Background: an optimization exercise with open tools, aiming at small area and a short achievable clock period. Do not read the settings as production practice.
At most, simulation tests tie the RTL to the original design; equivalence was not proved.
No functional check of the RTL was part of runs 2 to 4.
Power and IR drop assume default switching activity.

===== design.v =====
package param_rr_scheduler_pkg;
  localparam int DISPATCH_W   = 32;
  localparam int DEST_LSB_DEF = 2;
  function automatic int clog2(input int v);
    int r;
    begin
      r = 0;
      while ((1 << r) < v) r = r + 1;
      clog2 = r;
    end
  endfunction
endpackage
module sched_fifo_sync
#(
  parameter int DATA_W = 32,
  parameter int DEPTH  = 16
) (
  input  logic                  i_clk,
  input  logic                  i_rst,
  input  logic                  i_wr_en,
  input  logic [DATA_W-1:0]     i_wr_data,
  input  logic                  i_rd_en,
  output logic [DATA_W-1:0]     o_rd_data,
  output logic [param_rr_scheduler_pkg::clog2(DEPTH):0] o_count,
  output logic                  o_full,
  output logic                  o_empty
);
  localparam int AW = param_rr_scheduler_pkg::clog2(DEPTH);
  logic [DATA_W-1:0] mem [DEPTH];
  logic [AW-1:0]     wr_ptr;
  logic [AW-1:0]     rd_ptr;
  logic [AW:0]       count;
  logic              do_wr;
  logic              do_rd;
  assign o_full    = (count == (AW+1)'(DEPTH));
  assign o_empty   = (count == '0);
  assign o_count   = count;
  assign o_rd_data = mem[rd_ptr];
  assign do_wr     = i_wr_en && !o_full;
  assign do_rd     = i_rd_en && !o_empty;
  always_ff @(posedge i_clk) begin
    if (i_rst) begin
      wr_ptr <= '0;
      rd_ptr <= '0;
      count  <= '0;
    end else begin
      if (do_wr) wr_ptr <= wr_ptr + 1'b1;
      if (do_rd) rd_ptr <= rd_ptr + 1'b1;
      case ({do_wr, do_rd})
        2'b10:   count <= count + 1'b1;
        2'b01:   count <= count - 1'b1;
        default: count <= count;
      endcase
    end
  end
  always_ff @(posedge i_clk) begin
    if (do_wr && !i_rst) mem[wr_ptr] <= i_wr_data;
  end
endmodule
module param_rr_scheduler
#(
  parameter int NUM_PORTS  = 4,
  parameter int DATA_W     = param_rr_scheduler_pkg::DISPATCH_W,
  parameter int FIFO_DEPTH = 16,
  parameter int NUM_OUT    = 4,
  parameter int DEST_LSB   = param_rr_scheduler_pkg::DEST_LSB_DEF
) (
  input  logic                                      i_clk,
  input  logic                                      i_rst,
  input  logic [NUM_PORTS*DATA_W-1:0]               i_wr_data,
  input  logic [NUM_PORTS-1:0]                      i_wr_en,
  output logic [NUM_PORTS-1:0]                      o_full,
  output logic [NUM_PORTS*(param_rr_scheduler_pkg::clog2(FIFO_DEPTH)+1)-1:0] o_level,
  input  logic                                      i_mode,
  output logic                                      o_cb_valid,
  input  logic                                      i_cb_ready,
  output logic [DATA_W-1:0]                         o_cb_data,
  output logic [param_rr_scheduler_pkg::clog2(NUM_OUT)-1:0]                 o_cb_sel,
  output logic [param_rr_scheduler_pkg::clog2(NUM_PORTS)-1:0]               o_cb_src
);
  localparam int LW    = param_rr_scheduler_pkg::clog2(FIFO_DEPTH) + 1;
  localparam int SEL_W = param_rr_scheduler_pkg::clog2(NUM_OUT);
  localparam int SRC_W = param_rr_scheduler_pkg::clog2(NUM_PORTS);
  logic [DATA_W-1:0]    head [NUM_PORTS];
  logic [LW-1:0]        cnt  [NUM_PORTS];
  logic [NUM_PORTS-1:0] req;
  logic [NUM_PORTS-1:0] pop;
  logic [NUM_PORTS-1:0] empty;
  logic [SRC_W-1:0]     rr_ptr;
  logic [SRC_W-1:0]     gnt_idx;
  logic                 gnt_vld;
  logic                 loadable;
  logic                 grant;
  logic [DATA_W-1:0]    gnt_data;
  for (genvar k = 0; k < NUM_PORTS; k++) begin : g_q
    sched_fifo_sync #(
      .DATA_W(DATA_W),
      .DEPTH (FIFO_DEPTH)
    ) u_fifo (
      .i_clk    (i_clk),
      .i_rst    (i_rst),
      .i_wr_en  (i_wr_en[k]),
      .i_wr_data(i_wr_data[k*DATA_W +: DATA_W]),
      .i_rd_en  (pop[k]),
      .o_rd_data(head[k]),
      .o_count  (cnt[k]),
      .o_full   (o_full[k]),
      .o_empty  (empty[k])
    );
    assign req[k] = !empty[k];
    assign o_level[k*LW +: LW] = cnt[k];
    assign pop[k] = grant && (gnt_idx == SRC_W'(k));
  end
  assign loadable = !o_cb_valid || i_cb_ready;
  assign grant    = loadable && gnt_vld;
  always_comb begin : p_arb
    int idx;
    gnt_vld = 1'b0;
    gnt_idx = '0;
    idx     = 0;
    for (int i = NUM_PORTS-1; i >= 0; i--) begin
      idx = i_mode ? i : (int'(rr_ptr) + i) % NUM_PORTS;
      if (req[idx]) begin
        gnt_vld = 1'b1;
        gnt_idx = SRC_W'(idx);
      end
    end
  end
  always_comb begin
    gnt_data = '0;
    for (int i = 0; i < NUM_PORTS; i++) begin
      if (gnt_idx == SRC_W'(i)) gnt_data = head[i];
    end
  end
  always_ff @(posedge i_clk) begin
    if (i_rst) begin
      o_cb_valid <= 1'b0;
      o_cb_data  <= '0;
      o_cb_sel   <= '0;
      o_cb_src   <= '0;
      rr_ptr     <= '0;
    end else if (loadable) begin
      o_cb_valid <= gnt_vld;
      if (gnt_vld) begin
        o_cb_data <= gnt_data;
        o_cb_sel  <= gnt_data[DEST_LSB +: SEL_W];
        o_cb_src  <= gnt_idx;
        rr_ptr    <= (gnt_idx == SRC_W'(NUM_PORTS-1)) ?
                     '0 : gnt_idx + 1'b1;
      end
    end
  end
endmodule

===== run.sh =====
#!/bin/bash
# synth_recipe.tcl (not shown) runs the flow's synth.tcl, then flattens the netlist and writes it again
# the make line also repeats each setting of config.mk as NAME=value (left out here)
make -C /OpenROAD-flow-scripts/flow DESIGN_CONFIG=/design/flow/config.mk WORK_HOME=/design/flow/orfs CLKGATE_MAP_FILE= SYNTH_SCRIPT=/design/flow/synth_recipe.tcl finish

===== config.mk =====
export PLATFORM = sky130hd
export DESIGN_NAME = param_rr_scheduler
export DESIGN_NICKNAME = param_rr_scheduler
export VERILOG_FILES = /design/flow/design.v
export SDC_FILE = /design/flow/constraint.sdc
export NUM_CORES = 4
export LEC_CHECK = 0
export CAP_MARGIN = 20
export CORE_MARGIN = 2
export CORE_UTILIZATION = 40
export SLEW_MARGIN = 20

===== constraint.sdc =====
create_clock -name core_clock -period 4.5 [get_ports {i_clk}]
set_input_delay 0.9000 -clock core_clock [delete_from_list [all_inputs] [get_ports {i_clk}]]
set_output_delay 0.9000 -clock core_clock [all_outputs]
set_load 0.01 [all_outputs]

==> reports/qor.csv, run 1 <==
stage;metric;value;unit
synth;largest cells by area after synthesis;edfxtp_1 (74%), mux4_2 (8.3%), mux2i_1 (5.7%);
synth;Post-synth EDFFs;2048;
placed_design;DP Wirelength;141;mm
synth;post-synthesis adder-cell area fraction;0.709;%
timing;Setup TNS;0;ns
synth;Yosys top cell by area;edfxtp_1;
placed_design;worst slack at placement;-0.0512;ns
clock_network;clk sinks;2153;
detailed_routing;final wirelength;223;mm
timing;RSZ-0062 raised after global routing;false;
synth;Synth Flop Type;edfxtp_1;
grt;global-route wire length before repair;318;mm
cells_and_area;Layout area overhead;16.9;%
grt;largest net degree at the start of global routing;78;
clock_network;H-tree levels;4;
timing;fin crit share;90.9;%
grt;initial antenna violation count;38;
timing;crit path time final;4.09;ns
setup_path;crit path max fanout;6;
detailed_routing;DRT iter0 DRCs;4487;
synth;XOR/XNOR share of the synthesized area;0.389;%
min_path;hold path start;o_cb_data[23];
clock_network;hold_buf cts;0;
setup_path;cell depth of the worst flop-to-flop path;16;
synth;Synth Area in Compound Gates;3.83;%
synth;post-synthesis mux area share;14.2;%
setup_path;Reg2Reg Setup Slack;0.41;ns
synth;largest family of logic cells by synthesized area;multiplexers;
setup_path;worst r2r src;g_q[0].u_fifo.count[0];
synth;total nets after synthesis;4479;
timing;final-report hold violation count;0;
synth;Simple-Gate Fraction of Synth Area;3.03;%
min_path;worst hold path depth;2;
power;Power Dens Cells;577;mW/mm²
status;status;timing/DRC/antenna clean;
synth;Yosys reg bits;2153;
floorplan;Die Y;460;µm
cells_and_area;commonest non-fill, non-tap cell in the layout;edfxtp_1;
synth;synthesized area;0.0833;mm²
setup_path;startpoint types;flip-flop;
clock_network;Worst-path clk slew;0.06;ns
setup_path;CP peak stage delay;0.50;ns
setup_path;critical path cell sequence;nor4_1, nand2b_1, a211o_1, o21a_1, inv_1, ha_1, and3_1, ha_1, buf_4, ha_1, a21o_1, a21oi_1, xor2_1, nor2_1, a21oi_1, nor2_1;
placed_design;Port-buffer cells;196;
floorplan;core footprint;0.207;mm²
synth;sequential area share after synthesis;76.4;%
detailed_routing;Residual DRC;0;
grt;number of global-route vias before repair;42400;
clock_network;Max clock buf depth;3;
timing;clock skew;0.0302;ns
timing;Slew @ Worst Pin;1.02;ns
detailed_routing;via/cell ratio;5.59;
job;max cap viols;0;
synth;Syn Inst Count;4299;
placed_design;Final GP Congestion;0.845;
cells_and_area;fraction of layout cells with a size suffix above 1;19.2;%
synth;Distinct cells, synth;64;
clock_network;Clock Root Buffer;clkbuf_16;
grt;Total GRT Usage;20.9;%
timing;fin worst setup slack;0.411;ns
setup_path;kind of critical path;reg2reg;
power;VDD IR max;0.636;mV
synth;yosys warns;4;
setup_path;worst r2r dst;g_q[3].u_fifo.count[3];
timing;setup violators final;0;
setup_path;CP required;5.19;ns
min_path;HP Class;reg2reg;
clock_network;TritonCTS clock tree;yes;
setup_path;Crit. End Element;flip-flop;
cells_and_area;nets;4867;
floorplan;Die Area;0.212;mm²
setup_path;CP arrival;4.78;ns
floorplan;cell row count;167;
min_path;Hold Path Sink;o_cb_data[23];
detailed_routing;first drt pass iteration count;8;
floorplan;Starting Density;40.2;%
timing;max_slew headroom;32.3;%
synth;average cell area after synthesis;19.4;µm²
clock_network;Clock Latency Late Sink;0.84;ns
detailed_routing;WL/cell;29.2;µm
timing;Slew Limit Fails;0;
cells_and_area;most frequent cells in the layout;edfxtp_1 (2,048), mux2i_1 (478), mux4_2 (306), clkbuf_16 (220), clkdlybuf4s50_1 (195);
power;Lkg Pwr;29.8;nW
setup_path;Slowest-stage cell, CP;nor4_1;
synth;Synth top area share;73.8;%
setup_path;cell mode on critical path;ha_1;
floorplan;io pins;197;
detailed_routing;post-route ant nets;0;
timing;Hold Slack;0.450;ns
timing;f_max;245;MHz
clock_network;CTS buffer count;216;
clock_network;number of post-CTS setup repair buffers;0;
detailed_routing;via count;42800;
floorplan;die width;460;µm
synth;Synth async-reset ratio;0;%
grt;GRT overflow;0;
[logic make-up (layout without fill, tap and decap cells)]
logic type | count (synthesis) | count (layout)
AO/OA/AOI/OAI | 459 | 459
XOR/XNOR | 37 | 37
adder cells (fa/ha/maj) | 45 | 45
buffers and inverters | 276 | 841
flip-flops | 2153 | 2153
multiplexers | 793 | 793
other | 0 | 10
AND/OR/NAND/NOR | 536 | 536
[worst max-delay path: cells and delay by family (launching register included)]
kind / cells / cell delay (ns)
fa+ha+maj: 3 / 0.80
flops: 1 / 0.38
xor+xnor: 1 / 0.17
compound gates: 5 / 0.97
simple gates: 5 / 1.40
buf+inv: 2 / 0.23
[metal layers]
metal  wire (µm)  share of wire [%]  global-route usage, %
met1       91000                 41                   28.1
met2      110000                 49                   34.5
met3       15400                6.9                   3.93
met4        7000                3.1                   6.56
met5         174              0.078                      0
[cell usage after synthesis (9+ instances only)]
| cell | instances |
|---|---|
| edfxtp_1 | 2048 |
| mux2i_1 | 478 |
| mux4_2 | 306 |
| nor2_1 | 175 |
| a22oi_1 | 171 |
| nand2_1 | 122 |
| dfxtp_1 | 105 |
| clkbuf_1 | 96 |
| buf_2 | 93 |
| nand3_1 | 83 |
| a21oi_1 | 72 |
| o21ai_0 | 51 |
| ha_1 | 40 |
| nand4_1 | 35 |
| inv_1 | 34 |
| o22ai_1 | 33 |
| nor2b_1 | 31 |
| buf_4 | 30 |
| xor2_1 | 25 |
| a211oi_1 | 24 |
| buf_1 | 20 |
| o211ai_1 | 20 |
| and3_1 | 18 |
| a31oi_1 | 15 |
| nor3_1 | 15 |
| a221oi_1 | 14 |
| xnor2_1 | 12 |
| a311oi_1 | 11 |
| and2_1 | 11 |
| or3_1 | 9 |
[through the flow]
| stage | instance area (µm²) | total power, mW | cells | utilization [%] |
|---|---|---|---|---|
| after global placement | 90400 | 38.5 | 7256 | 43.6 |
| after global routing | 97300 | 58.0 | 7656 | 47.0 |
| after detailed placement | 90400 | 38.6 | 7256 | 43.6 |
| after CTS | 97300 | 56.4 | 7651 | 47.0 |
| after floorplan | 83300 | 30.8 | 4299 | - |
| final | 97400 | 56.2 | 7662 | 47.0 |
[what timing repair did]
item,in CTS,in global routing
gates resized for setup,0,1
endpoints found under the setup margin,0,2
hold endpoints to repair,0,0
[state kept, by name, indices dropped and copies added (netlist names), named ones only]
register           cells
g_q.u_fifo.rd_ptr     16
rr_ptr                 2
o_cb_valid             1
g_q.u_fifo.mem      2048
g_q.u_fifo.wr_ptr     16
o_cb_data             32
o_cb_src               2
g_q.u_fifo.count      20
[how the worst max path moves through the flow]
| stage | cells after the start | startpoint | slack [ns] | end |
|---|---|---|---|---|
| 2_1_floorplan | 17 | i_mode | 0.51 | g_q[3].u_fifo.count[4] |
| 3_3_place_gp | 16 | i_mode | -0.06 | g_q[3].u_fifo.count[4] |
| 3_5_place_dp | 18 | i_mode | -0.05 | g_q[3].u_fifo.count[3] |
| 4_1_cts | 18 | g_q[3].u_fifo.count[2] | 0.30 | g_q[2].u_fifo.count[4] |
| 5_1_grt | 18 | g_q[3].u_fifo.count[2] | 0.07 | g_q[0].u_fifo.count[4] |
| 6_report | 16 | g_q[0].u_fifo.count[0] | 0.41 | g_q[3].u_fifo.count[3] |
[final cells by class]
type / instances / area (µm²)
timing repair buffer: 410 / 4140
fill: 17200 / 110000
tap: 2788 / 3490
clock inverter: 115 / 1170
sequential: 2153 / 63600
clock buffer: 280 / 5800
antenna: 10 / 25.0
multi-input combinational: 1870 / 19000
inverter: 36 / 135
[power breakdown]
group	total, mW	internal, mW	leakage, nW	switching [mW]
Clock	17.8	10.3	3.41	7.52
Sequential	23.1	22.4	19.3	0.664
Combinational	15.2	5.90	7.03	9.34
==> run 2: changes to the inputs <==
--- a/design.v
+++ b/design.v
@@ -33,9 +33,11 @@
   logic              do_wr;
-  logic              do_rd;
-  assign o_full    = (count == (AW+1)'(DEPTH));
+  assign o_full    = count[AW];
   assign o_empty   = (count == '0);
   assign o_count   = count;
-  assign o_rd_data = mem[rd_ptr];
-  assign do_wr     = i_wr_en && !o_full;
-  assign do_rd     = i_rd_en && !o_empty;
+  assign do_wr     = i_wr_en && !count[AW];
+  always_comb begin
+    o_rd_data = '0;
+    for (int i = 0; i < DEPTH; i++)
+      if (rd_ptr == AW'(i)) o_rd_data = o_rd_data | mem[i];
+  end
   always_ff @(posedge i_clk) begin
@@ -46,9 +48,6 @@
     end else begin
-      if (do_wr) wr_ptr <= wr_ptr + 1'b1;
-      if (do_rd) rd_ptr <= rd_ptr + 1'b1;
-      case ({do_wr, do_rd})
-        2'b10:   count <= count + 1'b1;
-        2'b01:   count <= count - 1'b1;
-        default: count <= count;
-      endcase
+      if (do_wr)   wr_ptr <= wr_ptr + 1'b1;
+      if (i_rd_en) rd_ptr <= rd_ptr + 1'b1;
+      if (do_wr && !i_rd_en)      count <= count + 1'b1;
+      else if (!do_wr && i_rd_en) count <= count - 1'b1;
     end
@@ -56,3 +55,4 @@
   always_ff @(posedge i_clk) begin
-    if (do_wr && !i_rst) mem[wr_ptr] <= i_wr_data;
+    for (int i = 0; i < DEPTH; i++)
+      if (do_wr && wr_ptr == AW'(i)) mem[i] <= i_wr_data;
   end
@@ -89,2 +89,5 @@
   logic [SRC_W-1:0]     rr_ptr;
+  logic [NUM_PORTS-1:0] gnt_rr;
+  logic [NUM_PORTS-1:0] gnt_sp;
+  logic [NUM_PORTS-1:0] gnt;
   logic [SRC_W-1:0]     gnt_idx;
@@ -92,3 +95,2 @@
   logic                 loadable;
-  logic                 grant;
   logic [DATA_W-1:0]    gnt_data;
@@ -111,23 +113,41 @@
     assign o_level[k*LW +: LW] = cnt[k];
-    assign pop[k] = grant && (gnt_idx == SRC_W'(k));
+    assign pop[k] = loadable && gnt[k];
   end
   assign loadable = !o_cb_valid || i_cb_ready;
-  assign grant    = loadable && gnt_vld;
+  assign gnt_vld  = |req;
   always_comb begin : p_arb
+    logic [NUM_PORTS-1:0] seen;
     int idx;
-    gnt_vld = 1'b0;
-    gnt_idx = '0;
-    idx     = 0;
-    for (int i = NUM_PORTS-1; i >= 0; i--) begin
-      idx = i_mode ? i : (int'(rr_ptr) + i) % NUM_PORTS;
-      if (req[idx]) begin
-        gnt_vld = 1'b1;
-        gnt_idx = SRC_W'(idx);
-      end
+    gnt_rr = '0;
+    gnt_sp = '0;
+    seen   = '0;
+    for (int i = 0; i < NUM_PORTS; i++) begin
+      if (req[i] && !(|seen)) gnt_sp[i] = 1'b1;
+      seen = seen | {{(NUM_PORTS-1){1'b0}}, req[i]};
+    end
+    seen = '0;
+    for (int i = 0; i < NUM_PORTS; i++) begin
+      idx = (int'(rr_ptr) + i) % NUM_PORTS;
+      if (req[idx] && !(|seen)) gnt_rr[idx] = 1'b1;
+      seen = seen | {{(NUM_PORTS-1){1'b0}}, req[idx]};
     end
   end
+  assign gnt = i_mode ? gnt_sp : gnt_rr;
   always_comb begin
+    gnt_idx  = '0;
     gnt_data = '0;
     for (int i = 0; i < NUM_PORTS; i++) begin
-      if (gnt_idx == SRC_W'(i)) gnt_data = head[i];
+      if (gnt[i]) gnt_idx = gnt_idx | SRC_W'(i);
+      if (gnt[i]) gnt_data = gnt_data | head[i];
+    end
+  end
+  assign o_cb_sel = o_cb_data[DEST_LSB +: SEL_W];
+  always_ff @(posedge i_clk) begin
+    if (i_rst) begin
+      o_cb_valid <= 1'b0;
+      rr_ptr     <= '0;
+    end else if (loadable) begin
+      o_cb_valid <= gnt_vld;
+      if (gnt_vld)
+        rr_ptr <= (gnt_idx == SRC_W'(NUM_PORTS-1)) ? '0 : gnt_idx + 1'b1;
     end
@@ -135,17 +155,5 @@
   always_ff @(posedge i_clk) begin
-    if (i_rst) begin
-      o_cb_valid <= 1'b0;
-      o_cb_data  <= '0;
-      o_cb_sel   <= '0;
-      o_cb_src   <= '0;
-      rr_ptr     <= '0;
-    end else if (loadable) begin
-      o_cb_valid <= gnt_vld;
-      if (gnt_vld) begin
-        o_cb_data <= gnt_data;
-        o_cb_sel  <= gnt_data[DEST_LSB +: SEL_W];
-        o_cb_src  <= gnt_idx;
-        rr_ptr    <= (gnt_idx == SRC_W'(NUM_PORTS-1)) ?
-                     '0 : gnt_idx + 1'b1;
-      end
+    if (loadable) begin
+      o_cb_data <= gnt_data;
+      o_cb_src  <= gnt_idx;
     end
--- a/config.mk
+++ b/config.mk
@@ -9,3 +9,3 @@
 export CORE_MARGIN = 2
-export CORE_UTILIZATION = 40
+export CORE_UTILIZATION = 55
 export SLEW_MARGIN = 20
==> run 2 against run 1 <==
Still clean on timing, DRC and antenna. Utilization up 17 points. Clock power down 8%. Flip-flop and latch count down 16. Via count up 4.6%. Total power down 15%. Worst hold slack better by 0.095 ns. Combinational power down 48%. Global-route usage up 11 points. Non-clock buffer count up 3. Sequential share of layout area up 4.9 points. Sequential power about the same. Critical path type unchanged. Critical endpoint is now g_q[3].u_fifo.count[4]. Largest power group unchanged.
==> reports/qor.csv, run 2 <==
stage;metric;value;unit;change
status;status;timing/DRC/antenna clean;;
synth;count leader, synth;edfxtp_1;;
timing;Slew @ Worst Pin;1.19;ns;+0.178 ns
setup_path;CP peak stage delay;0.62;ns;+0.12 ns
setup_path;worst r2r dst;g_q[3].u_fifo.count[4];;
placed_design;Port-buffer cells;196;;unchanged
synth;Synth top cells by count;edfxtp_1 (2,082), a22oi_1 (379), a22o_1 (326);;
detailed_routing;DRT iter0 DRCs;5476;;+22%
min_path;worst hold path depth;2;;unchanged
setup_path;Slowest-stage cell, CP;or4_1;;
grt;gr busiest metal;met2;;
detailed_routing;final wirelength;231;mm;+3.5%
timing;Slew Limit Fails;0;;unchanged
synth;synthesized area;0.0787;mm²;-5.5%
cells_and_area;fraction of layout cells with a size suffix above 1;13.1;%;-6.1 points
setup_path;Worst path top cell family by delay;simple AND/OR/NAND/NOR gates;;
cells_and_area;Biggest register;g_q.u_fifo.mem;;
setup_path;CP arrival;4.95;ns;+0.17 ns
grt;largest net degree at the start of global routing;44;;-44%
setup_path;Critical Path Start;g_q[0].u_fifo.count[0];;
detailed_routing;via count;44800;;+4.6%
min_path;HP Class;reg2reg;;
grt;number of global-route vias before repair;42800;;+1.0%
floorplan;Die Area;0.146;mm²;-31%
detailed_routing;Residual DRC;0;;unchanged
synth;Synth Flop Type;edfxtp_1;;
timing;RSZ-0062 raised after global routing;false;;
clock_network;number of post-CTS setup repair buffers;0;;unchanged
power;internal power;34.7;mW;-10%
setup_path;critical path cell sequence;or4_1, nor4_1, o211ai_1, o41ai_1, buf_4, nand2_1, a22o_2, nand2b_1, ha_1, inv_1, ha_1, a21o_1, a21oi_1, xnor2_1, or3_1, a21oi_1;;
grt;met3 global-route usage;7.92;%;+4.0 points
floorplan;die width;382;µm;-17%
setup_path;Reg2Reg Setup Slack;0.29;ns;-0.12 ns
floorplan;core footprint;0.142;mm²;-32%
timing;clock skew;0.0223;ns;-0.00789 ns
grt;global-route wire length before repair;325;mm;+2.3%
floorplan;Starting Density;55.5;%;+15 points
clock_network;clk sinks;2137;;-0.74%
job;max cap viols;0;;unchanged
setup_path;CP required;5.24;ns;+0.05 ns
synth;Distinct cells, synth;58;;-9.4%
clock_network;Max clock buf depth;3;;unchanged
grt;initial antenna violation count;17;;-55%
synth;sequential area share after synthesis;80.8;%;+4.5 points
clock_network;Clock Root Buffer;clkbuf_16;;
placed_design;Final GP Congestion;0.876;;+3.6%
floorplan;cell row count;138;;-17%
clock_network;CTS buffer count;207;;-4.2%
setup_path;kind of critical path;reg2reg;;
clock_network;PostCTS Resize Cnt;0;;unchanged
cells_and_area;Sequential Area;0.0636;mm²;about the same
clock_network;H-tree levels;4;;unchanged
power;Lkg Pwr;28.5;nW;-4.4%
power;Sw Ratio;27.0;%;-4.2 points
grt;met2 Usage GRT;49.9;%;+15 points
synth;Yosys reg bits;2137;;-0.74%
power;NetSw;12.9;mW;-27%
power;sequential power share;48.9;%;+7.8 points
cells_and_area;Layout area overhead;15.0;%;
setup_path;startpoint types;flip-flop;;
setup_path;Crit. End Element;flip-flop;;
detailed_routing;first drt pass iteration count;6;;-2
timing;f_max;238;MHz;-2.8%
setup_path;worst r2r src;g_q[0].u_fifo.count[0];;
timing;crit path time final;4.21;ns;+0.116 ns
min_path;Hold Path Sink;g_q[3].u_fifo.rd_ptr[1];;
cells_and_area;commonest non-fill, non-tap cell in the layout;edfxtp_1;;
setup_path;Worst Path Buf+Inv;2;;unchanged
grt;GRT overflow;0;;unchanged
power;Gate power share;16.6;%;-11 points
timing;setup violators final;0;;unchanged
cells_and_area;Largest register FFs;2048;;unchanged
synth;Synth async-reset ratio;0;%;unchanged
floorplan;io pins;197;;unchanged
cells_and_area;Fillers;9847;;-43%
clock_network;Worst-path clk slew;0.06;ns;about the same
clock_network;TritonCTS clock tree;yes;;
grt;Total GRT Usage;31.6;%;+11 points
detailed_routing;post-route ant nets;0;;unchanged
clock_network;hold_buf cts;0;;unchanged
cells_and_area;area occupied by multi-input gates;0.0143;mm²;-25%
setup_path;crit path max fanout;6;;unchanged
synth;Synth top area share;79.4;%;+5.6 points
synth;average cell area after synthesis;18.2;µm²;-5.9%
power;Clock Power Share;34.5;%;+2.7 points
grt;met1 Use GR;44.0;%;+16 points
synth;Syn Inst Count;4319;;+0.47%
power;Power Dens Cells;526;mW/mm²;-8.9%
timing;fin crit share;93.4;%;+2.6 points
power;VDD IR max;0.454;mV;-29%
synth;total nets after synthesis;4514;;+0.78%
timing;final-report hold violation count;0;;unchanged
min_path;hold path start;g_q[3].u_fifo.rd_ptr[1];;
detailed_routing;via/cell ratio;6.70;;+20%
clock_network;Clock Latency Late Sink;0.82;ns;-0.02 ns
synth;yosys warns;5;;+1
floorplan;Die Y;382;µm;-17%
cells_and_area;most frequent cells in the layout;edfxtp_1 (2,082), a22oi_1 (379), a221oi_1 (324), a22o_1 (323), clkbuf_16 (214);;
synth;Yosys top cell by area;edfxtp_1;;
timing;max_slew headroom;20.0;%;-12 points
cells_and_area;Final Util;63.9;%;+17 points
setup_path;cell depth of the worst flop-to-flop path;16;;unchanged
cells_and_area;biggest regs;g_q.u_fifo.mem (2048), o_cb_data (32), g_q.u_fifo.count (20);;
synth;Post-synth EDFFs;2082;;+1.7%
timing;Setup TNS;0;ns;unchanged
cells_and_area;nets;4821;;-0.95%
placed_design;DP Wirelength;135;mm;-4.4%
detailed_routing;WL/cell;34.6;µm;+19%
synth;largest cells by area after synthesis;edfxtp_1 (79%), a22o_1 (3.6%), a22oi_1 (3.6%);;
==> run 2: cell types whose count changed after synthesis, moves of 99 or more <==
cell      change
a22o_1      +321
clkbuf_1    +167
a22oi_1     +208
a221oi_1    +310
mux4_2      -303
mux2i_1     -472
and3_1       +99
==> run 2: metrics by stage <==
stage	cells	setup slack (ns)	area, µm²	hold slack (ns)	power [mW]
floorplan	4319	0.165	78700	0.492	27.1
global placement	6307	0.361	84200	0.525	31.4
detailed placement	6307	0.406	84200	0.532	31.4
CTS	6679	0.369	90500	0.541	47.6
global route	6679	0.0451	90500	0.573	48.9
finish	6681	0.295	90500	0.545	47.6
==> run 2: cells by family after synthesis <==
family,count (synthesis),synth area share [%]
compound gates,1237,12.5
xor+xnor,29,0.323
fa+ha+maj,59,0.976
buf+inv,344,1.74
flops,2137,80.8
mux,9,0.162
simple gates,504,3.48
==> run 2: final cells by class <==
class                   count  area share (%)
clock inverters           113           0.894
repair buffers            413            4.24
diodes                      2         0.00553
multi-input cells        1838            15.8
clock buffers             259            6.10
inverters                  29           0.120
flip-flops and latches   2137            70.3
well taps                1890            2.61
==> run 2: worst max path at each step <==
stage,end,depth (start not counted),slack [ns]
floorplan,g_q[1].u_fifo.count[4],18,0.16
global placement,g_q[3].u_fifo.count[4],16,0.36
detailed placement,o_cb_data[12],8,0.41
CTS,g_q[0].u_fifo.count[4],14,0.37
global route,g_q[1].u_fifo.count[4],16,0.05
finish,g_q[3].u_fifo.count[4],16,0.29
==> run 2: per-layer routing <==
layer	vias to the layer above	share of wire [%]
li1	18700	-
met1	23400	40
met2	2267	47
met3	343	10
met4	14	2.8
met5	-	0.037
==> run 2: power by group through the flow <==
stage               Clock (mW)  Sequential, mW  Combinational, mW
floorplan                    0            23.6               3.56
global placement             0            23.7               7.77
detailed placement           0            23.7               7.76
CTS                       16.6            23.3               7.78
global route              17.3            23.3               8.27
finish                    16.4            23.3               7.88
==> run 2: worst min-delay path: stages, from the launching register on <==
cell and delay, ns:
dfxtp_1 0.35, o21ai_0 0.09, a21oi_1 0.06
==> run 3: changes to the inputs <==
--- a/design.v
+++ b/design.v
@@ -25,14 +25,34 @@
   output logic                  o_full,
-  output logic                  o_empty
+  output logic                  o_nempty
 );
   localparam int AW = param_rr_scheduler_pkg::clog2(DEPTH);
+  localparam int JW = DEPTH / 2;
   logic [DATA_W-1:0] mem [DEPTH];
-  logic [AW-1:0]     wr_ptr;
-  logic [AW-1:0]     rd_ptr;
+  logic [JW-1:0]     wr_ptr;
+  logic [JW-1:0]     rd_ptr;
   logic [AW:0]       count;
+  logic [AW:0]       count_inc;
+  logic [AW:0]       count_dec;
+  logic              nempty;
   logic              do_wr;
+  logic [DEPTH-1:0]  wr_sel;
+  logic [DEPTH-1:0]  rd_sel;
+  function automatic logic [DEPTH-1:0] jdec(input logic [JW-1:0] p);
+    logic [DEPTH-1:0] s;
+    s[0]  = !p[0] && !p[JW-1];
+    s[JW] =  p[0] &&  p[JW-1];
+    for (int i = 1; i < JW; i++) begin
+      s[i]      =  p[i-1] && !p[i];
+      s[JW + i] = !p[i-1] &&  p[i];
+    end
+    jdec = s;
+  endfunction
   assign o_full    = count[AW];
-  assign o_empty   = (count == '0);
+  assign o_nempty  = nempty;
   assign o_count   = count;
   assign do_wr     = i_wr_en && !count[AW];
+  assign wr_sel    = jdec(wr_ptr);
+  assign rd_sel    = jdec(rd_ptr);
+  assign count_inc = count + 1'b1;
+  assign count_dec = count - 1'b1;
   always_comb begin
@@ -40,3 +60,3 @@
     for (int i = 0; i < DEPTH; i++)
-      if (rd_ptr == AW'(i)) o_rd_data = o_rd_data | mem[i];
+      o_rd_data = o_rd_data | (mem[i] & {DATA_W{rd_sel[i]}});
   end
@@ -47,7 +67,9 @@
       count  <= '0;
+      nempty <= 1'b0;
     end else begin
-      if (do_wr)   wr_ptr <= wr_ptr + 1'b1;
-      if (i_rd_en) rd_ptr <= rd_ptr + 1'b1;
-      if (do_wr && !i_rd_en)      count <= count + 1'b1;
-      else if (!do_wr && i_rd_en) count <= count - 1'b1;
+      if (do_wr)   wr_ptr <= {wr_ptr[JW-2:0], !wr_ptr[JW-1]};
+      if (i_rd_en) rd_ptr <= {rd_ptr[JW-2:0], !rd_ptr[JW-1]};
+      if (do_wr && !i_rd_en)      count <= count_inc;
+      else if (!do_wr && i_rd_en) count <= count_dec;
+      nempty <= do_wr || (nempty && !(i_rd_en && count == (AW+1)'(1)));
     end
@@ -56,3 +78,3 @@
     for (int i = 0; i < DEPTH; i++)
-      if (do_wr && wr_ptr == AW'(i)) mem[i] <= i_wr_data;
+      if (do_wr && wr_sel[i]) mem[i] <= i_wr_data;
   end
@@ -87,4 +109,3 @@
   logic [NUM_PORTS-1:0] pop;
-  logic [NUM_PORTS-1:0] empty;
-  logic [SRC_W-1:0]     rr_ptr;
+  logic [NUM_PORTS-1:0] rr_oh;      
   logic [NUM_PORTS-1:0] gnt_rr;
@@ -109,5 +130,4 @@
       .o_full   (o_full[k]),
-      .o_empty  (empty[k])
+      .o_nempty (req[k])
     );
-    assign req[k] = !empty[k];
     assign o_level[k*LW +: LW] = cnt[k];
@@ -118,16 +138,20 @@
   always_comb begin : p_arb
-    logic [NUM_PORTS-1:0] seen;
-    int idx;
+    logic blocked;
+    int   idx;
+    gnt_sp  = '0;
+    blocked = 1'b0;
+    for (int i = 0; i < NUM_PORTS; i++) begin
+      gnt_sp[i] = req[i] && !blocked;
+      blocked   = blocked || req[i];
+    end
     gnt_rr = '0;
-    gnt_sp = '0;
-    seen   = '0;
-    for (int i = 0; i < NUM_PORTS; i++) begin
-      if (req[i] && !(|seen)) gnt_sp[i] = 1'b1;
-      seen = seen | {{(NUM_PORTS-1){1'b0}}, req[i]};
-    end
-    seen = '0;
-    for (int i = 0; i < NUM_PORTS; i++) begin
-      idx = (int'(rr_ptr) + i) % NUM_PORTS;
-      if (req[idx] && !(|seen)) gnt_rr[idx] = 1'b1;
-      seen = seen | {{(NUM_PORTS-1){1'b0}}, req[idx]};
+    for (int k = 0; k < NUM_PORTS; k++) begin
+      for (int d = 0; d < NUM_PORTS; d++) begin
+        blocked = 1'b0;
+        for (int e = 1; e <= d; e++)
+          blocked = blocked || req[(k - e + NUM_PORTS) % NUM_PORTS];
+        gnt_rr[k] = gnt_rr[k] ||
+                    (rr_oh[(k - d + NUM_PORTS) % NUM_PORTS] && !blocked);
+      end
+      gnt_rr[k] = gnt_rr[k] && req[k];
     end
@@ -139,4 +163,4 @@
     for (int i = 0; i < NUM_PORTS; i++) begin
-      if (gnt[i]) gnt_idx = gnt_idx | SRC_W'(i);
-      if (gnt[i]) gnt_data = gnt_data | head[i];
+      gnt_idx  = gnt_idx  | (SRC_W'(i) & {SRC_W{gnt[i]}});
+      gnt_data = gnt_data | (head[i]   & {DATA_W{gnt[i]}});
     end
@@ -147,7 +171,6 @@
       o_cb_valid <= 1'b0;
-      rr_ptr     <= '0;
+      rr_oh      <= NUM_PORTS'(1);
     end else if (loadable) begin
       o_cb_valid <= gnt_vld;
-      if (gnt_vld)
-        rr_ptr <= (gnt_idx == SRC_W'(NUM_PORTS-1)) ? '0 : gnt_idx + 1'b1;
+      if (gnt_vld) rr_oh <= {gnt[NUM_PORTS-2:0], gnt[NUM_PORTS-1]};
     end
==> run 3 against run 2 <==
Still clean on timing, DRC and antenna. First-iteration DRC count up 25%. Combinational power down 51%. Critical path depth fell by 8. Largest cell class unchanged.
==> reports/qor.csv, run 3 <==
stage;metric;value;unit;change
status;status;timing/DRC/antenna clean;;
min_path;hold path start;rr_oh[3];;
detailed_routing;via/cell ratio;6.99;;+4.3%
setup_path;cell mode on critical path;buf_4;;
synth;post-synthesis mux area share;0.434;%;+0.27 points
detailed_routing;Residual DRC;0;;unchanged
timing;Hold Slack;0.495;ns;-0.0505 ns
synth;count leader, synth;edfxtp_1;;
setup_path;critical path cell sequence;buf_4, buf_4, inv_2, buf_4, a221oi_1, o22ai_1, o21ai_0, o2111ai_1;;
cells_and_area;commonest non-fill, non-tap cell in the layout;edfxtp_1;;
min_path;Hold Path Sink;rr_oh[3];;
setup_path;Crit. End Element;flip-flop;;
floorplan;Die Y;387;µm;+1.2%
setup_path;Slowest-stage cell, CP;o21ai_0;;
setup_path;Worst Path Buf+Inv;4;;+2
synth;XOR/XNOR share of the synthesized area;0.174;%;-0.15 points
detailed_routing;post-route ant nets;0;;unchanged
detailed_routing;via count;49500;;+10%
grt;initial antenna violation count;18;;+1
synth;Synth Area in Compound Gates;14.1;%;+1.6 points
setup_path;CP arrival;4.25;ns;-0.70 ns
setup_path;Worst path top cell family by delay;compound AO/OA/AOI/OAI gates;;
cells_and_area;fraction of layout cells with a size suffix above 1;13.8;%;+0.71 points
setup_path;startpoint types;flip-flop;;
synth;synthesized area;0.0807;mm²;+2.5%
clock_network;Clock Latency Late Sink;0.85;ns;+0.03 ns
job;max cap viols;0;;unchanged
power;Power Dens Cells;477;mW/mm²;-9.3%
synth;total nets after synthesis;4750;;+5.2%
setup_path;kind of critical path;reg2reg;;
cells_and_area;nets;5123;;+6.3%
synth;largest cells by area after synthesis;edfxtp_1 (78%), a22oi_1 (5.7%), dfxtp_1 (2.3%);;
synth;Synth Flop Type;edfxtp_1;;
cells_and_area;Layout area overhead;15.4;%;
clock_network;clk sinks;2175;;+1.8%
power;VDD IR max;0.329;mV;-28%
clock_network;H-tree levels;4;;unchanged
floorplan;cell row count;140;;+1.4%
setup_path;worst r2r src;g_q[1].u_fifo.rd_ptr[0];;
synth;Post-synth EDFFs;2082;;unchanged
grt;GRT overflow;0;;unchanged
setup_path;cell depth of the worst flop-to-flop path;8;;-8
synth;Simple-Gate Fraction of Synth Area;3.27;%;-0.21 points
timing;Slew @ Worst Pin;1.25;ns;+0.0546 ns
floorplan;Starting Density;55.4;%;-0.11 points
power;Lkg Pwr;29.7;nW;+4.3%
floorplan;io pins;197;;unchanged
timing;final-report hold violation count;0;;unchanged
synth;average cell area after synthesis;17.5;µm²;-3.7%
floorplan;core footprint;0.146;mm²;+2.7%
synth;Syn Inst Count;4598;;+6.5%
power;total power;44.4;mW;-6.8%
synth;Synth top cells by count;edfxtp_1 (2,082), a22oi_1 (610), a221oi_1 (204);;
cells_and_area;most frequent cells in the layout;edfxtp_1 (2,082), a22oi_1 (610), buf_4 (259), clkbuf_16 (214), a221oi_1 (204);;
detailed_routing;WL/cell;37.0;µm;+6.8%
setup_path;crit path max fanout;20;;+14
clock_network;number of post-CTS setup repair buffers;0;;unchanged
synth;sequential area share after synthesis;79.8;%;-1.0 points
clock_network;CTS buffer count;212;;+2.4%
clock_network;Max clock buf depth;3;;unchanged
timing;f_max;269;MHz;+13%
setup_path;CP required;5.03;ns;-0.21 ns
min_path;worst hold path depth;2;;unchanged
grt;number of global-route vias before repair;46600;;+8.9%
floorplan;die width;387;µm;+1.2%
cells_and_area;Fillers;10200;;+4.0%
cells_and_area;Biggest register;g_q.u_fifo.mem;;
timing;Slew Limit Fails;0;;unchanged
clock_network;Clock Root Buffer;clkbuf_16;;
clock_network;PostCTS Resize Cnt;0;;unchanged
placed_design;Port-buffer cells;196;;unchanged
detailed_routing;DRT iter0 DRCs;6833;;+25%
timing;max_slew headroom;15.9;%;-4.1 points
synth;largest family of logic cells by synthesized area;compound AO/OA/AOI/OAI gates;;
clock_network;hold_buf cts;0;;unchanged
timing;setup violators final;0;;unchanged
grt;largest net degree at the start of global routing;67;;+52%
synth;post-synthesis adder-cell area fraction;0.248;%;-0.73 points
clock_network;Worst-path clk slew;0.06;ns;about the same
placed_design;Final GP Congestion;0.857;;-2.2%
setup_path;Reg2Reg Setup Slack;0.78;ns;+0.49 ns
floorplan;Die Area;0.150;mm²;+2.5%
timing;clock skew;0.0272;ns;+0.00495 ns
detailed_routing;final wirelength;262;mm;+13%
min_path;HP Class;reg2reg;;
synth;yosys warns;5;;unchanged
synth;Distinct cells, synth;65;;+12%
setup_path;worst r2r dst;o_cb_data[18];;
timing;crit path time final;3.72;ns;-0.490 ns
timing;fin crit share;82.6;%;-11 points
synth;Synth async-reset ratio;0;%;unchanged
synth;Synth top area share;77.5;%;-1.9 points
synth;Yosys top cell by area;edfxtp_1;;
cells_and_area;Largest register FFs;2048;;unchanged
clock_network;TritonCTS clock tree;yes;;
grt;Total GRT Usage;34.6;%;+3.1 points
timing;RSZ-0062 raised after global routing;false;;
placed_design;DP Wirelength;158;mm;+17%
detailed_routing;first drt pass iteration count;6;;unchanged
setup_path;CP peak stage delay;0.99;ns;+0.37 ns
timing;Setup TNS;0;ns;unchanged
grt;global-route wire length before repair;365;mm;+12%
synth;Yosys reg bits;2175;;+1.8%
==> run 3: cell count changes after synthesis, sizes merged, moves of 58 or more <==
| cell | delta |
|---|---|
| a221oi | -120 |
| a222oi | +58 |
| a22o | -213 |
| a22oi | +231 |
| a31oi | -60 |
| and3 | -112 |
| buf | +105 |
| clkbuf | -103 |
| nand2 | +65 |
| nor2b | +80 |
| o22ai | +68 |
==> run 3: cell type report <==
type	count	area, µm²	area share [%]
tap	1917	2400	2.58
timing repair buffer	476	4330	4.66
inverter	47	176	0.190
antenna	8	20.0	0.0215
sequential	2175	64400	69.2
clock buffer	269	5590	6.01
multi-input combinational	2059	15200	16.4
clock inverter	126	893	0.960
==> run 3: tightest hold or removal path: stages (launching register included) <==
cell	delay [ns]
dfxtp_1	0.33
nand2_1	0.06
a21oi_1	0.06
==> run 3: report_power, final <==
group          total (mW)  internal [mW]  leakage, nW  switching, mW
combinational        3.89           1.38         6.85           2.51
sequential           23.6           23.0         19.6          0.603
clock                16.9           9.37         3.18           7.49
total                44.4           33.8         29.7           10.6
==> run 3: kinds of logic (layout without fill, tap and decap cells) <==
logic type                 Yosys count  in the layout
other                                0              8
xor gates and xnor gates            16             16
muxes                               35             35
DFF                               2175           2175
adders and majority gates           16             16
and+or+nand+nor                    516            516
AOI/OAI and AO/OA                 1476           1476
buffers and inverters              364            918
==> run 3: how the worst max path moves through the flow <==
stage                                 start                  endpoint  slack [ns]  cells past startpoint
floorplan                        i_wr_en[1]  g_q[1].u_fifo.mem[13][0]        0.30                      4
global placement                     i_mode             o_cb_data[30]        0.32                      6
detailed placement                   i_mode    g_q[3].u_fifo.count[4]        0.46                      9
CTS                 g_q[1].u_fifo.rd_ptr[0]             o_cb_data[18]        0.88                      8
global route        g_q[1].u_fifo.rd_ptr[0]             o_cb_data[27]        0.81                      8
finish              g_q[1].u_fifo.rd_ptr[0]             o_cb_data[18]        0.78                      8
==> run 3: routing by layer <==
layer / vias up / global-route usage [%] / wire length (µm) / part of all wire [%]
met4: 16 / 9.65 / 7410 / 2.8
met3: 440 / 7.68 / 30000 / 11
li1: 20000 / - / - / -
met5: - / 0 / 93 / 0.036
met1: 25800 / 50.6 / 104000 / 40
met2: 3162 / 52.9 / 120000 / 46
==> run 3: stage by stage <==
| step | std cells | utilization [%] | setup WS (ns) | instance area, µm² |
|---|---|---|---|---|
| after floorplan | 4598 | - | 0.297 | 80700 |
| after global placement | 6672 | 59.4 | 0.317 | 86500 |
| after detailed placement | 6674 | 59.5 | 0.463 | 86500 |
| after CTS | 7069 | 63.9 | 0.882 | 93000 |
| after global routing | 7072 | 63.9 | 0.806 | 93000 |
| final | 7077 | 63.9 | 0.785 | 93000 |
==> run 4: changes to the inputs <==
--- a/config.mk
+++ b/config.mk
@@ -10,2 +10,3 @@
 export CORE_UTILIZATION = 55
+export SETUP_SLACK_MARGIN = 2.2
 export SLEW_MARGIN = 20
==> run 4 against run 3 <==
Global-route usage grew 1.7 points. Synthesized cell count is the same. Clock-buffer cell count grew 16. Still clean on timing, DRC and antenna. Sequential share of layout area shrank 5.3 points. Critical path depth is the same. Utilization grew 5.5 points. Largest cell class unchanged.
==> reports/qor.csv, run 4 <==
stage;metric;value;unit;change
synth;largest cells by area after synthesis;edfxtp_1 (78%), a22oi_1 (5.7%), dfxtp_1 (2.3%);;
setup_path;worst r2r dst;o_cb_data[1];;
cells_and_area;Fillers;9452;;-7.7%
grt;met1 Use GR;52.0;%;+1.4 points
cells_and_area;Largest register FFs;2048;;unchanged
setup_path;cell mode on critical path;buf_12;;
setup_path;Slowest-stage cell, CP;o31a_4;;
clock_network;Worst-path clk slew;0.06;ns;about the same
detailed_routing;final wirelength;278;mm;+6.2%
detailed_routing;DRT iter0 DRCs;7973;;+17%
grt;global-route wire length before repair;381;mm;+4.3%
floorplan;Die Y;387;µm;unchanged
setup_path;crit path max fanout;5;;-75%
timing;RSZ-0062 raised after global routing;true;;
synth;Syn Inst Count;4598;;unchanged
timing;Setup TNS;0;ns;unchanged
timing;Slew @ Worst Pin;1.15;ns;-0.100 ns
cells_and_area;Layout area overhead;25.3;%;
grt;largest net degree at the start of global routing;68;;+1.5%
synth;Yosys top cell by area;edfxtp_1;;
cells_and_area;fin cells;7483;;+5.7%
synth;Synth async-reset ratio;0;%;unchanged
placed_design;placed instance count;6646;;-0.42%
synth;Yosys reg bits;2175;;unchanged
setup_path;Reg2Reg Setup Slack;1.88;ns;+1.10 ns
setup_path;kind of critical path;reg2reg;;
placed_design;Final GP Congestion;0.848;;-0.99%
timing;setup violators final;0;;unchanged
detailed_routing;via count;52100;;+5.3%
synth;yosys warns;5;;unchanged
placed_design;DP Wirelength;157;mm;-0.54%
synth;count leader, synth;edfxtp_1;;
timing;crit path time final;2.62;ns;-1.10 ns
power;total power;45.6;mW;+2.8%
grt;initial antenna violation count;24;;+6
cells_and_area;most frequent cells in the layout;edfxtp_1 (2,082), a22oi_1 (550), buf_4 (441), clkbuf_16 (221), a221oi_1 (135);;
clock_network;Clock Root Buffer;clkbuf_16;;
setup_path;Crit. End Element;flip-flop;;
grt;met2 Usage GRT;54.7;%;+1.7 points
power;VDD IR max;0.365;mV;+11%
timing;fin worst setup slack;1.88;ns;+1.10 ns
min_path;HP Class;reg2reg;;
synth;Post-synth EDFFs;2082;;unchanged
timing;Hold Slack;0.509;ns;+0.0147 ns
synth;Distinct cells, synth;65;;unchanged
timing;clock skew;0.0242;ns;-0.00308 ns
grt;number of global-route vias before repair;48600;;+4.1%
cells_and_area;nets;5521;;+7.8%
grt;met3 global-route usage;9.15;%;+1.5 points
synth;total nets after synthesis;4750;;unchanged
power;Lkg Pwr;33.0;nW;+11%
setup_path;CP required;5.07;ns;+0.04 ns
setup_path;worst r2r src;g_q[1].u_fifo.rd_ptr[5];;
clock_network;hold_buf cts;0;;unchanged
timing;final-report hold violation count;0;;unchanged
setup_path;cell depth of the worst flop-to-flop path;8;;unchanged
synth;Synth Flop Type;edfxtp_1;;
floorplan;Die Area;0.150;mm²;unchanged
synth;synthesized area;0.0807;mm²;unchanged
setup_path;critical path cell sequence;buf_12, buf_12, nor2b_4, buf_12, a22oi_2, nand4_1, o31a_4, or4_4;;
power;Power Dens Cells;451;mW/mm²;-5.3%
synth;average cell area after synthesis;17.5;µm²;unchanged
placed_design;worst slack at placement;0.554;ns;+0.0915 ns
grt;gr busiest metal;met2;;
floorplan;core footprint;0.146;mm²;unchanged
floorplan;Starting Density;55.4;%;unchanged
setup_path;startpoint types;flip-flop;;
synth;sequential area share after synthesis;79.8;%;unchanged
clock_network;H-tree levels;4;;unchanged
cells_and_area;fraction of layout cells with a size suffix above 1;28.3;%;+15 points
clock_network;CTS buffer count;212;;unchanged
synth;Synth top cells by count;edfxtp_1 (2,082), a22oi_1 (610), a221oi_1 (204);;
timing;Slew Limit Fails;0;;unchanged
clock_network;clk sinks;2175;;unchanged
detailed_routing;first drt pass iteration count;8;;+2
min_path;Hold Path Sink;rr_oh[2];;
clock_network;Max clock buf depth;3;;unchanged
min_path;worst hold path depth;2;;unchanged
timing;fin crit share;58.2;%;-24 points
setup_path;CP arrival;3.19;ns;-1.06 ns
min_path;hold path start;rr_oh[2];;
placed_design;Port-buffer cells;196;;unchanged
setup_path;CP peak stage delay;0.48;ns;-0.51 ns
detailed_routing;WL/cell;37.1;µm;+0.40%
grt;Total GRT Usage;36.3;%;+1.7 points
detailed_routing;Residual DRC;0;;unchanged
clock_network;Clock Latency Late Sink;0.84;ns;about the same
status;status;timing/DRC/antenna clean;;
floorplan;io pins;197;;unchanged
cells_and_area;Biggest register;g_q.u_fifo.mem;;
clock_network;TritonCTS clock tree;yes;;
floorplan;cell row count;140;;unchanged
synth;Synth top area share;77.5;%;unchanged
timing;f_max;382;MHz;+42%
grt;GRT overflow;0;;unchanged
timing;max_slew headroom;22.4;%;+6.5 points
cells_and_area;commonest non-fill, non-tap cell in the layout;edfxtp_1;;
floorplan;die width;387;µm;unchanged
job;max cap viols;0;;unchanged
detailed_routing;post-route ant nets;0;;unchanged
detailed_routing;via/cell ratio;6.96;;-0.39%
run 4: cell counts after synthesis:
Identical to the previous run, type by type.
run 4: logic make-up after synthesis:
| logic type | after synthesis | share of synthesized area [%] |
|---|---|---|
| xor+xnor | 16 | 0.174 |
| buf+inv | 364 | 1.93 |
| flops | 2175 | 79.8 |
| mux | 35 | 0.434 |
| compound gates | 1476 | 14.1 |
| fa+ha+maj | 16 | 0.248 |
| simple gates | 516 | 3.27 |
run 4: how the worst max path moves through the flow:
stage,end,slack [ns],start
floorplan,g_q[2].u_fifo.count[4],1.82,i_cb_ready
global placement,o_cb_data[2],0.29,i_mode
detailed placement,o_cb_data[6],0.55,i_mode
CTS,o_cb_data[25],1.93,o_cb_data[25]
global route,o_cb_data[1],1.89,g_q[1].u_fifo.rd_ptr[5]
finish,o_cb_data[1],1.88,g_q[1].u_fifo.rd_ptr[5]
run 4: worst max-delay path: cells and delay by family, from the launching register on:
kind | cells | cell delay [ns]
simple gates | 3 | 0.93
buf+inv | 3 | 0.39
compound gates | 2 | 0.64
flops | 1 | 0.39
run 4: cell type report:
type	count	area [µm²]	share of cell area [%]
Inverter	47	308	0.305
Timing Repair Buffer	873	9040	8.95
Clock inverter	118	881	0.872
Multi-Input combinational cell	2060	17900	17.8
Clock buffer	285	5850	5.79
Antenna cell	8	20.0	0.0198
Tap cell	1917	2400	2.37
Sequential cell	2175	64600	63.9
run 4: per-stage QoR:
step / utilization, % / instance area (µm²)
floorplan: - / 81600
global placement: 59.5 / 86600
detailed placement: 59.5 / 86700
CTS: 68.3 / 99300
global route: 69.4 / 101000
finish: 69.4 / 101000
run 4: where the power goes:
part           total, mW  leakage (nW)  switching, mW  internal, mW
Combinational       4.72          10.0           2.96          1.76
Sequential          23.6          19.7          0.532          23.0
Clock               17.3          3.32           7.57          9.73
run 4: repair_timing:
action,in CTS,in global routing
endpoints found under the hold margin,0,0
gates resized for setup,933,173
pin swaps,179,146
buffers inserted,315,92
setup endpoints to repair,430,566
cloned,14,5
run 4: routing by layer:
| layer | up-vias | wire (µm) | share of wire [%] |
|---|---|---|---|
| met4 | 24 | 9820 | 3.5 |
| li1 | 20900 | - | - |
| met1 | 26900 | 104000 | 37 |
| met5 | - | 163 | 0.059 |
| met2 | 3824 | 127000 | 46 |
| met3 | 508 | 37100 | 13 |
==> run 5: changes to the inputs <==
--- a/design.v
+++ b/design.v
@@ -160,7 +160,7 @@
   always_comb begin
-    gnt_idx  = '0;
-    gnt_data = '0;
+    gnt_idx  = o_cb_src  & {SRC_W{!loadable}};
+    gnt_data = o_cb_data & {DATA_W{!loadable}};
     for (int i = 0; i < NUM_PORTS; i++) begin
-      gnt_idx  = gnt_idx  | (SRC_W'(i) & {SRC_W{gnt[i]}});
-      gnt_data = gnt_data | (head[i]   & {DATA_W{gnt[i]}});
+      gnt_idx  = gnt_idx  | (SRC_W'(i) & {SRC_W{pop[i]}});
+      gnt_data = gnt_data | (head[i]   & {DATA_W{pop[i]}});
     end
@@ -178,6 +178,4 @@
   always_ff @(posedge i_clk) begin
-    if (loadable) begin
-      o_cb_data <= gnt_data;
-      o_cb_src  <= gnt_idx;
-    end
+    o_cb_data <= gnt_data;
+    o_cb_src  <= gnt_idx;
   end
--- a/config.mk
+++ b/config.mk
@@ -10,3 +10,3 @@
 export CORE_UTILIZATION = 55
-export SETUP_SLACK_MARGIN = 2.2
+export SETUP_SLACK_MARGIN = 2.0
 export SLEW_MARGIN = 20
==> run 5 against run 4 <==
Final area down 5.6%. Fmax increased by 0.85%. Flip-flop and latch count stayed put. Via count decreased by 3.6%. Clock power hardly changed.
==> reports/qor.csv, run 5 <==
stage;metric;value;unit;change
grt;GRT overflow;0;;unchanged
timing;fin crit share;57.7;%;-0.49 points
timing;crit path time final;2.60;ns;-0.0222 ns
cells_and_area;most frequent cells in the layout;edfxtp_1 (2,048), a22oi_1 (611), buf_4 (316), a221oi_1 (221), clkbuf_16 (220);;
power;internal power;34.4;mW;-0.47%
clock_network;Clock Root Buffer;clkbuf_16;;
timing;final-report hold violation count;0;;unchanged
power;sequential power share;52.4;%;+0.7 points
min_path;worst hold path depth;1;;-1
grt;Total GRT Usage;35.2;%;-1.1 points
job;max cap viols;0;;unchanged
timing;max_slew headroom;36.0;%;+14 points
cells_and_area;Largest register FFs;2048;;unchanged
grt;global-route wire length before repair;365;mm;-4.2%
synth;yosys warns;5;;unchanged
setup_path;CP arrival;3.32;ns;+0.13 ns
floorplan;cell row count;140;;unchanged
synth;average cell area after synthesis;17.2;µm²;-2.1%
synth;Synth Flop Type;edfxtp_1;;
cells_and_area;Biggest register;g_q.u_fifo.mem;;
setup_path;worst r2r src;g_q[1].u_fifo.rd_ptr[6];;
detailed_routing;Residual DRC;0;;unchanged
cells_and_area;fraction of layout cells with a size suffix above 1;19.2;%;-9.1 points
placed_design;DP Wirelength;157;mm;+0.21%
power;Sw Ratio;24.0;%;-0.28 points
setup_path;Reg2Reg Setup Slack;1.90;ns;+0.02 ns
floorplan;Die Y;386;µm;-0.34%
clock_network;H-tree levels;4;;unchanged
floorplan;core footprint;0.145;mm²;-0.36%
detailed_routing;DRT iter0 DRCs;7120;;-11%
status;status;timing/DRC/antenna clean;;
cells_and_area;Fillers;10100;;+6.4%
clock_network;clk sinks;2175;;unchanged
placed_design;Port-buffer cells;196;;unchanged
detailed_routing;via count;50200;;-3.6%
grt;number of global-route vias before repair;47300;;-2.6%
setup_path;CP required;5.22;ns;+0.15 ns
timing;clock skew;0.0242;ns;+0.0000275 ns
detailed_routing;WL/cell;36.4;µm;-2.0%
synth;Synth top area share;76.8;%;-0.73 points
setup_path;crit path max fanout;11;;+6
power;Gate power share;9.0;%;-1.4 points
cells_and_area;Layout area overhead;19.1;%;
synth;Synth top cells by count;edfxtp_1 (2,048), a22oi_1 (616), clkbuf_1 (246);;
timing;Slew @ Worst Pin;0.958;ns;-0.190 ns
power;Power Dens Cells;474;mW/mm²;+5.0%
synth;largest cells by area after synthesis;edfxtp_1 (77%), a22oi_1 (5.8%), dfxtp_1 (3.2%);;
synth;total nets after synthesis;4815;;+1.4%
grt;largest net degree at the start of global routing;42;;-38%
power;Clock Power Share;38.6;%;+0.6 points
floorplan;io pins;197;;unchanged
synth;Yosys reg bits;2175;;unchanged
synth;synthesized area;0.0801;mm²;-0.69%
min_path;Hold Path Sink;o_cb_data[9];;
timing;Hold Slack;0.478;ns;-0.0313 ns
timing;RSZ-0062 raised after global routing;true;;
grt;initial antenna violation count;20;;-17%
setup_path;kind of critical path;reg2reg;;
floorplan;Die Area;0.149;mm²;-0.69%
power;VDD IR max;0.344;mV;-5.6%
floorplan;Starting Density;55.2;%;-0.19 points
setup_path;startpoint types;flip-flop;;
synth;Distinct cells, synth;67;;+3.1%
synth;sequential area share after synthesis;79.9;%;+0.13 points
cells_and_area;commonest non-fill, non-tap cell in the layout;edfxtp_1;;
synth;Post-synth EDFFs;2048;;-1.6%
detailed_routing;via/cell ratio;6.92;;-0.63%
timing;Setup TNS;0;ns;unchanged
clock_network;CTS buffer count;213;;+0.47%
cells_and_area;nets;5301;;-4.0%
min_path;hold path start;o_cb_data[9];;
clock_network;TritonCTS clock tree;yes;;
timing;setup violators final;0;;unchanged
detailed_routing;first drt pass iteration count;6;;-2
detailed_routing;post-route ant nets;0;;unchanged
synth;count leader, synth;edfxtp_1;;
synth;Synth async-reset ratio;0;%;unchanged
detailed_routing;final wirelength;264;mm;-4.9%
setup_path;cell depth of the worst flop-to-flop path;6;;-2
timing;f_max;385;MHz;+0.85%
clock_network;Max clock buf depth;3;;unchanged
placed_design;Final GP Congestion;0.860;;+1.4%
synth;Yosys top cell by area;edfxtp_1;;
min_path;HP Class;reg2reg;;
clock_network;Clock Latency Late Sink;0.85;ns;about the same
setup_path;worst r2r dst;o_cb_data[24];;
synth;Syn Inst Count;4663;;+1.4%
floorplan;die width;386;µm;-0.34%
power;Lkg Pwr;30.7;nW;-7.2%
power;NetSw;10.9;mW;-2.0%
timing;Slew Limit Fails;0;;unchanged
setup_path;Crit. End Element;flip-flop;;
clock_network;Worst-path clk slew;0.06;ns;about the same
-- run 5: how the worst max path moves through the flow --
stage                                 start                        to  slack (ns)  depth (start not counted)
global placement                 i_cb_ready             o_cb_data[26]        0.68                          8
global route        g_q[1].u_fifo.rd_ptr[6]             o_cb_data[24]        1.84                          6
finish              g_q[1].u_fifo.rd_ptr[6]             o_cb_data[24]        1.90                          6
CTS                 g_q[0].u_fifo.rd_ptr[6]             o_cb_data[24]        1.85                          7
detailed placement               i_cb_ready             o_cb_data[26]        0.70                          8
floorplan                        i_wr_en[2]  g_q[2].u_fifo.mem[14][0]        1.60                          4
-- run 5: logic make-up (layout without fill, tap and decap cells) --
logic type                 count (synthesis)  in the layout  share of synthesized area (%)
buffers and inverters                    372           1045                           1.84
and+or+nand+nor                          560            560                           3.42
muxes                                      4              4                         0.0500
DFF                                     2175           2175                           79.9
xor gates and xnor gates                  16             16                          0.175
other                                      0              6                              0
AOI/OAI and AO/OA                       1520           1520                           14.3
adders and majority gates                 16             16                          0.250
-- run 5: what timing repair did --
| item | in CTS | in global routing |
|---|---|---|
| cloned | 0 | 4 |
| resized for setup | 361 | 102 |
| buffers inserted | 55 | 62 |
| pin swaps | 35 | 43 |
| endpoints found under the setup margin | 427 | 461 |
| hold buffers | 0 | 0 |
-- run 5: per-layer routing --
| layer | wire, µm | track usage [%] | share of wire [%] |
|---|---|---|---|
| met3 | 30800 | 8.61 | 12 |
| met5 | 104 | 0 | 0.039 |
| met4 | 8700 | 11.0 | 3.3 |
| met2 | 122000 | 53.9 | 46 |
| met1 | 103000 | 50.4 | 39 |
-- run 5: final cells by class --
| type | count | area, µm² | area share (%) |
|---|---|---|---|
| repair inverters | 1 | 5.00 | 0.00525 |
| multi-input cells | 2116 | 16000 | 16.8 |
| diodes | 6 | 15.0 | 0.0157 |
| repair buffers | 593 | 5600 | 5.87 |
| well taps | 1917 | 2400 | 2.51 |
| clock buffers | 298 | 5970 | 6.26 |
| clock inverters | 104 | 867 | 0.909 |
| flip-flops and latches | 2175 | 64300 | 67.4 |
| inverters | 49 | 272 | 0.285 |
-- run 5: metrics by stage --
| step | setup slack [ns] | cell area [µm²] | power [mW] | util (%) | std cells |
|---|---|---|---|---|---|
| finish | 1.90 | 95400 | 45.2 | 65.8 | 7259 |
| global route | 1.84 | 95400 | 46.4 | 65.8 | 7256 |
| CTS | 1.85 | 94400 | 45.2 | 65.1 | 7187 |
| detailed placement | 0.701 | 86200 | 27.9 | 59.4 | 6730 |
| global placement | 0.684 | 86100 | 27.9 | 59.4 | 6729 |
| floorplan | 1.60 | 80700 | 25.5 | - | 4663 |
-- run 5: worst max-delay path: stages (launching register included) --
cell,delay [ns]
dfxtp_4,0.49
clkinvlp_4,0.18
a221oi_1,0.28
nor2_1,0.10
or4_4,0.65
a22o_1,0.25
or4_1,0.49
-- run 5: power groups by stage --
stage | combinational [mW] | sequential [mW] | clock, mW
after floorplan | 1.76 | 23.7 | 0
after global placement | 3.84 | 24.0 | 0
after detailed placement | 3.88 | 24.0 | 0
after CTS | 3.96 | 23.6 | 17.6
after global routing | 4.29 | 23.7 | 18.4
final | 4.09 | 23.7 | 17.5
==> run 6: changes to the inputs <==
--- a/config.mk
+++ b/config.mk
@@ -10,3 +10,3 @@
 export CORE_UTILIZATION = 55
-export SETUP_SLACK_MARGIN = 2.0
+export SETUP_SLACK_MARGIN = 2.25
 export SLEW_MARGIN = 20
==> run 6 against run 5 <==
Clock skew shrank 0.00075 ns. Utilization up 2.5 points. Highest routed layer unchanged. Clock power is 3% lower. Sequential share of layout area decreased by 2.4 points. Final area increased by 3.8%. Flip-flop and latch count unchanged. Largest cell class unchanged.
==> reports/qor.csv, run 6 <==
stage;metric;value;unit;change
setup_path;Slowest-stage cell, CP;nand4_1;;
placed_design;Final GP Congestion;0.850;;-1.2%
grt;global-route wire length before repair;372;mm;+1.9%
synth;largest family of logic cells by synthesized area;compound AO/OA/AOI/OAI gates;;
placed_design;Port-buffer cells;196;;unchanged
detailed_routing;post-route ant nets;0;;unchanged
synth;Synth async-reset ratio;0;%;unchanged
power;Sw Ratio;24.3;%;+0.29 points
setup_path;Worst Path Buf+Inv;3;;+2
cells_and_area;fraction of layout cells with a size suffix above 1;26.8;%;+7.5 points
synth;XOR/XNOR share of the synthesized area;0.175;%;unchanged
timing;Slew @ Worst Pin;0.818;ns;-0.141 ns
floorplan;cell row count;140;;unchanged
clock_network;clk sinks;2175;;unchanged
placed_design;Post-DP Area;0.0862;mm²;about the same
grt;number of global-route vias before repair;48700;;+3.0%
synth;post-synthesis adder-cell area fraction;0.250;%;unchanged
clock_network;Clock Latency Late Sink;0.83;ns;-0.02 ns
timing;clock skew;0.0234;ns;-0.000746 ns
setup_path;CP required;5.20;ns;-0.02 ns
clock_network;TritonCTS clock tree;yes;;
power;sequential power share;52.1;%;-0.3 points
clock_network;CTS buffer count;212;;-0.47%
setup_path;critical path depth;8;;+2
synth;yosys warns;5;;unchanged
power;Clock Power Share;37.2;%;-1.4 points
power;Power Dens Cells;458;mW/mm²;-3.3%
power;Lkg Pwr;32.2;nW;+5.0%
cells_and_area;fin cells;7467;;+2.9%
setup_path;kind of critical path;reg2reg;;
cells_and_area;commonest non-fill, non-tap cell in the layout;edfxtp_1;;
placed_design;placed instance count;6725;;-0.074%
synth;total nets after synthesis;4815;;unchanged
job;max cap viols;0;;unchanged
synth;sequential area share after synthesis;79.9;%;unchanged
grt;Total GRT Usage;35.8;%;+0.56 points
synth;Synth Area in Compound Gates;14.3;%;unchanged
setup_path;startpoint types;flip-flop;;
floorplan;Die Y;386;µm;unchanged
synth;Syn Inst Count;4663;;unchanged
detailed_routing;final wirelength;270;mm;+2.1%
floorplan;core footprint;0.145;mm²;unchanged
detailed_routing;Residual DRC;0;;unchanged
power;VDD IR max;0.358;mV;+4.2%
synth;Yosys reg bits;2175;;unchanged
synth;Simple-Gate Fraction of Synth Area;3.42;%;unchanged
detailed_routing;via count;51600;;+2.6%
timing;fin crit share;58.4;%;+0.70 points
synth;Yosys top cell by area;edfxtp_1;;
setup_path;CP peak stage delay;0.69;ns;+0.04 ns
synth;synthesized area;0.0801;mm²;unchanged
status;status;timing/DRC/antenna clean;;
power;NetSw;11.0;mW;+1.6%
synth;Synth top area share;76.8;%;unchanged
synth;count leader, synth;edfxtp_1;;
placed_design;DP Wirelength;153;mm;-3.0%
cells_and_area;design area;0.0990;mm²;+3.8%
setup_path;Worst path top cell family by delay;compound AO/OA/AOI/OAI gates;;
timing;RSZ-0062 raised after global routing;true;;
detailed_routing;WL/cell;36.1;µm;-0.74%
floorplan;io pins;197;;unchanged
timing;Setup TNS;0;ns;unchanged
detailed_routing;first drt pass iteration count;7;;+1
synth;Synth top cells by count;edfxtp_1 (2,048), a22oi_1 (616), clkbuf_1 (246);;
timing;setup violators final;0;;unchanged
floorplan;Die Area;0.149;mm²;unchanged
clock_network;Worst-path clk slew;0.06;ns;about the same
floorplan;Starting Density;55.2;%;unchanged
timing;max_slew headroom;45.5;%;+9.5 points
detailed_routing;DRT iter0 DRCs;7190;;+0.98%
cells_and_area;Layout area overhead;23.6;%;
run 6: cell counts after synthesis:
No cell type changed its count.
run 6: what timing repair did:
action | CTS | global route
endpoints found under the hold margin | 0 | 0
setup endpoints to repair | 1074 | 337
buffers inserted | 241 | 89
gates cloned | 7 | 7
pin swaps | 107 | 143
gates resized for setup | 853 | 247
run 6: cell type report:
cell class                      instances  area, µm²
Antenna cell                            7       17.5
Tap cell                             1917       2400
Sequential cell                      2175      64300
Multi-Input combinational cell       2116      17200
Inverter                               49        308
Clock buffer                          293       5880
Timing Repair Buffer                  812       8270
Fill cell                            9653      46000
Clock inverter                         98        641
run 6: final timing paths:
path                            from  slack, ns            to
min                         rr_oh[2]       0.48      rr_oh[2]
min reg2reg                 rr_oh[2]       0.48      rr_oh[2]
max          g_q[3].u_fifo.rd_ptr[6]       1.87  o_cb_data[1]
max reg2reg  g_q[3].u_fifo.rd_ptr[6]       1.87  o_cb_data[1]
run 6: power by group through the flow:
stage / sequential, mW / combinational, mW / clock [mW]
floorplan: 23.7 / 1.81 / 0
global route: 23.7 / 5.06 / 17.7
detailed placement: 24.0 / 3.95 / 0
global placement: 23.9 / 3.91 / 0
finish: 23.6 / 4.86 / 16.9
CTS: 23.6 / 4.56 / 16.9
run 6: metal layers:
| layer | GRT usage, % | up-vias | share of wire (%) |
|---|---|---|---|
| li1 | - | 20900 | - |
| met1 | 51.1 | 26800 | 38 |
| met2 | 55.6 | 3461 | 47 |
| met3 | 7.72 | 452 | 12 |
| met4 | 11.3 | 18 | 3.1 |
| met5 | 0 | - | 0.047 |
run 6: worst min-delay path, cell delays in order (launching register included):
cell	delay, ns
dfxtp_1	0.32
nand2_1	0.06
a21oi_1	0.05
run 6: logic make-up (layout without fill, tap and decap cells):
family          count (synthesis)  in the layout
compound gates               1520           1520
xor+xnor                       16             16
fa+ha+maj                      16             16
buf+inv                       372           1252
flops                        2175           2175
mux                             4              4
other cells                     0              7
simple gates                  560            560
run 6: through the flow:
| step | hold slack [ns] | setup WS, ns |
|---|---|---|
| after floorplan | 0.445 | 1.85 |
| after global placement | 0.460 | 0.693 |
| after detailed placement | 0.470 | 0.658 |
| after CTS | 0.478 | 1.93 |
| after global routing | 0.495 | 1.70 |
| final | 0.476 | 1.87 |

Setup slack of run 6, layout unchanged: 1.871 ns with ideal ports, 1.871 ns with driving cells assumed (clock clkbuf_16, inputs buf_2), 1.373 ns with port delays also shifted by the 0.898 ns mid clock arrival.
